Context: an optimization exercise on an open-source flow, tuned for small area and a short achievable clock period. The choices shown serve that exercise and are no tape-out recipe. In this exercise RTL edits were held to simulation tests only and were not proved equivalent to the original. Power and IR drop assume default switching activity.

== run 1 ==
// tdm_mac_top
module tdm_mac_top (
  input  logic               clk,
  input  logic               rst,
  input  logic               ce,
  input  logic               in_valid,
  input  logic [1:0]         in_ch,
  input  logic [1:0]         mode,
  input  logic signed [17:0] a,
  input  logic signed [17:0] b,
  input  logic signed [17:0] d,
  input  logic [7:0]         acc_len,
  output logic               out_valid,
  output logic [1:0]         out_ch,
  output logic signed [39:0] p,
  output logic               ovf
);
export LEC_CHECK = 0
export CAP_MARGIN = 20
export CORE_MARGIN = 2
export CORE_UTILIZATION = 60
export SETUP_SLACK_MARGIN = 4.3
export SLEW_MARGIN = 20
create_clock -name core_clock -period 8.2 [get_ports {clk}]
standard.sh (not shown) runs the stock make flow with config.mk's settings and CLKGATE_MAP_FILE= SYNTH_SCRIPT=/design/flow/synth_recipe.tcl, a recipe that flattens the netlist after the stock synthesis.
==> flow/flow/run.sh <==
#!/bin/bash
# Own flow: the standard layout (standard.sh) with two changes that only
# save cell area:
#  * the input and output ports are buffered with the smallest buffer cell,
#    sky130_fd_sc_hd__buf_1 (the resizer still resizes them where needed);
#  * clock tree synthesis uses sky130_fd_sc_hd__clkbuf_8 with sink clusters of
#    at most 16 flip-flops, and inserts no dummy loads.
# The tool output goes to standard_flow.log here (and ORFS's own logs under
# orfs/logs/).
set -euo pipefail
bash standard.sh \
  "BUFFER_PORTS_ARGS=-buffer_cell sky130_fd_sc_hd__buf_1" \
  "CTS_ARGS=-sink_clustering_enable -repair_clock_nets -dont_use_dummy_load -buf_list sky130_fd_sc_hd__clkbuf_8 -sink_clustering_size 16 -sink_clustering_max_diameter 45" \
  finish > standard_flow.log 2>&1
> inputs changed (run 1 -> run 2)
- CORE_UTILIZATION changed from 60 to 40
- CTS_CLUSTER_DIAMETER newly set to 45
- CTS_BUF_LIST newly set to sky130_fd_sc_hd__clkbuf_8
- CTS_CLUSTER_SIZE newly set to 16
==> flow/run.sh (new file) <==
#!/bin/bash
# synth_recipe.tcl (not shown) runs the flow's synth.tcl, then flattens the netlist and writes it again
# the make line also repeats each setting of config.mk as NAME=value (left out here)
make -C /OpenROAD-flow-scripts/flow DESIGN_CONFIG=/design/flow/config.mk WORK_HOME=/design/flow/orfs CLKGATE_MAP_FILE= SYNTH_SCRIPT=/design/flow/synth_recipe.tcl finish
removed: flow/flow/run.sh
removed: flow/standard.sh
Results
Comparing run 1 and run 2, clock skew is lower on run 2.
Cmp run 1 and run 2 / fraction of cell area in non-clock buffers / higher: run 2
Compared run 2 vs run 1, and power per cell area is down in run 2.
Area fraction of clock buffers and clock inverters, run 1 and run 2, higher one = run 2.
The inputs of run 3 differ from those of run 2 as listed below.
- SETUP_SLACK_MARGIN changed from 4.3 to 4.5
- CTS_CLUSTER_DIAMETER removed (was 45)
- CTS_CLUSTER_SIZE removed (was 16)
- CTS_BUF_LIST removed (was sky130_fd_sc_hd__clkbuf_8)
- TNS_END_PERCENT newly set to 5
==> flow/flow/run.sh (new file) <==
#!/bin/bash
# Own flow: the standard layout (standard.sh) with two changes that only
# save cell area:
#  * the input and output ports are buffered with the smallest buffer cell,
#    sky130_fd_sc_hd__buf_1 (the resizer still resizes them where needed);
#  * clock tree synthesis uses sky130_fd_sc_hd__clkbuf_8 with sink clusters of
#    at most 16 flip-flops, and inserts no dummy loads.
# The tool output goes to standard_flow.log here (and ORFS's own logs under
# orfs/logs/).
set -euo pipefail
bash standard.sh \
  "BUFFER_PORTS_ARGS=-buffer_cell sky130_fd_sc_hd__buf_1" \
  "CTS_ARGS=-sink_clustering_enable -repair_clock_nets -dont_use_dummy_load -buf_list sky130_fd_sc_hd__clkbuf_8 -sink_clustering_size 16 -sink_clustering_max_diameter 45" \
  finish > standard_flow.log 2>&1
==> flow/standard.sh (new file) <==
#!/bin/bash
# synth_recipe.tcl (not shown) runs the flow's synth.tcl, then flattens the netlist and writes it again
# the make line also repeats each setting of config.mk as NAME=value (left out here)
make -C /OpenROAD-flow-scripts/flow DESIGN_CONFIG=/design/flow/config.mk WORK_HOME=/design/flow/orfs CLKGATE_MAP_FILE= SYNTH_SCRIPT=/design/flow/synth_recipe.tcl "${@:-finish}"
removed: flow/run.sh
Notes after the runs:
On first-iteration detailed-routing DRC count, run 3 does worse than run 2.
Diff run 2..run 3 | post-synthesis adder-cell area fraction | unchanged
Across both runs, length of the first detailed-routing pass in iterations was lower for run 3 than for run 2.
Relative to run 3, the following input files were edited for run 4:
- SETUP_SLACK_MARGIN now 4.3, was 4.5
- TNS_END_PERCENT no longer set, was 5
==> flow/flow/run.sh <==
#!/bin/bash
# Own flow: the standard layout (standard.sh) with two changes that only
# save cell area:
#  * the input and output ports are buffered with the smallest buffer cell,
#    sky130_fd_sc_hd__buf_1 (the resizer still resizes them where needed);
#  * clock tree synthesis uses sky130_fd_sc_hd__clkbuf_4 and _8 with sink clusters of
#    at most 10 flip-flops, and inserts no dummy loads.
# The tool output goes to standard_flow.log here (and ORFS's own logs under
# orfs/logs/).
set -euo pipefail
bash standard.sh \
  "BUFFER_PORTS_ARGS=-buffer_cell sky130_fd_sc_hd__buf_1" \
  "CTS_ARGS=-sink_clustering_enable -repair_clock_nets -dont_use_dummy_load -buf_list {sky130_fd_sc_hd__clkbuf_4 sky130_fd_sc_hd__clkbuf_8} -sink_clustering_size 10 -sink_clustering_max_diameter 35" \
  finish > standard_flow.log 2>&1
Results
Detail-routed via count per cell delta (run 4 -> run 3): insignificant. Post-route core utilization for run 4: 1.2 points down relative to run 3. Reported for run 4 and run 3, netlist area before placement turned out identical to the last digit. Run 4 completed every stage of the flow, and the final layout passed the timing, design-rule and antenna checks.
#### Input delta (run 5 over run 4)
- SETUP_SLACK_MARGIN: 4.3 -> 4.5
==> flow/flow/run.sh <==
#!/bin/bash
# Own flow: the standard layout (standard.sh) with two changes that only
# save cell area:
#  * the input and output ports are buffered with the smallest buffer cell,
#    sky130_fd_sc_hd__buf_1 (the resizer still resizes them where needed);
#  * clock tree synthesis uses sky130_fd_sc_hd__clkbuf_8 with sink clusters of
#    at most 16 flip-flops, and inserts no dummy loads.
# The tool output goes to standard_flow.log here (and ORFS's own logs under
# orfs/logs/).
set -euo pipefail
bash standard.sh \
  "BUFFER_PORTS_ARGS=-buffer_cell sky130_fd_sc_hd__buf_1" \
  "CTS_ARGS=-sink_clustering_enable -repair_clock_nets -dont_use_dummy_load -buf_list sky130_fd_sc_hd__clkbuf_8 -sink_clustering_size 16 -sink_clustering_max_diameter 45" \
  finish > standard_flow.log 2>&1
- Run comparison: run 5 termination of the worst setup path u_mac.acc_r[0][38]; run 4 termination of the worst setup path u_mac.hc2_r[11]
- The met3 layer wire length in the routed design in run 4 is 1.08 times that in run 5.
- Run 4 → run 5: power in combinational cells grew by 7.5%; met2 usage in global routing climbed 0.90 points.
Setup changes, run 5 to run 6
- SETUP_SLACK_MARGIN: 4.5 -> 4.3
==> flow/flow/run.sh <==
#!/bin/bash
# Own flow: the standard layout (standard.sh), except that the input and
# output ports are buffered with the smallest buffer cell, sky130_fd_sc_hd__buf_1,
# instead of the resizer's default pick; the resizer still resizes these
# buffers later where timing or slew needs it.  The tool output goes to
# standard_flow.log here (and ORFS's own logs under orfs/logs/).
set -euo pipefail
bash standard.sh "BUFFER_PORTS_ARGS=-buffer_cell sky130_fd_sc_hd__buf_1" finish > standard_flow.log 2>&1
--- outcome ---
- Every run (run 6 and run 5) finished clean.
- Compared run 6 vs run 5, and setup slack is down in run 6.
- Where post-route standard cell area excluding fillers is concerned, run 5 is outperformed by run 6.
- Compared with run 5, in run 6 cell count after placement shows no meaningful change; static leakage power decreased about 2.6%.

-- re-timing with driven ports --
The results above use ideal ports. As a check the final layouts listed here were re-extracted and re-timed, cells and wires unchanged.
Step 1: set_driving_cell puts a clkbuf_16 on clk and a buf_2 on each other input, an assumption about the parent block.
Step 2 moves the port delays by t, midway between the first and last clock arrival at a register: inputs arrive t later, outputs are due t later. That takes back most of the time a late clock gives input paths.
a / b / c = ideal / step 1 / step 2; a / b = the first two.
run | t, ns | setup slack, ns | pins driven straight from the clock port
run 1 | 0.670 | 4.391 / 4.391 / 3.792 | 1
run 2 | 0.689 | 4.267 / 4.267 / 3.697 | 1
run 3 | 0.660 | 4.476 / 4.476 / 3.871 | 1
run 4 | 0.659 | 4.368 / 4.368 / 3.821 | 1
run 5 | 0.673 | 4.502 / 4.502 / 3.970 | 1
run 6 | 0.623 | 4.396 / 4.396 / 3.856 | 1
After both steps every run listed still meets setup and hold. For run 3, which loses most, drivers alone change the setup slack by 0.000 ns; drivers and shift together by -0.605 ns.
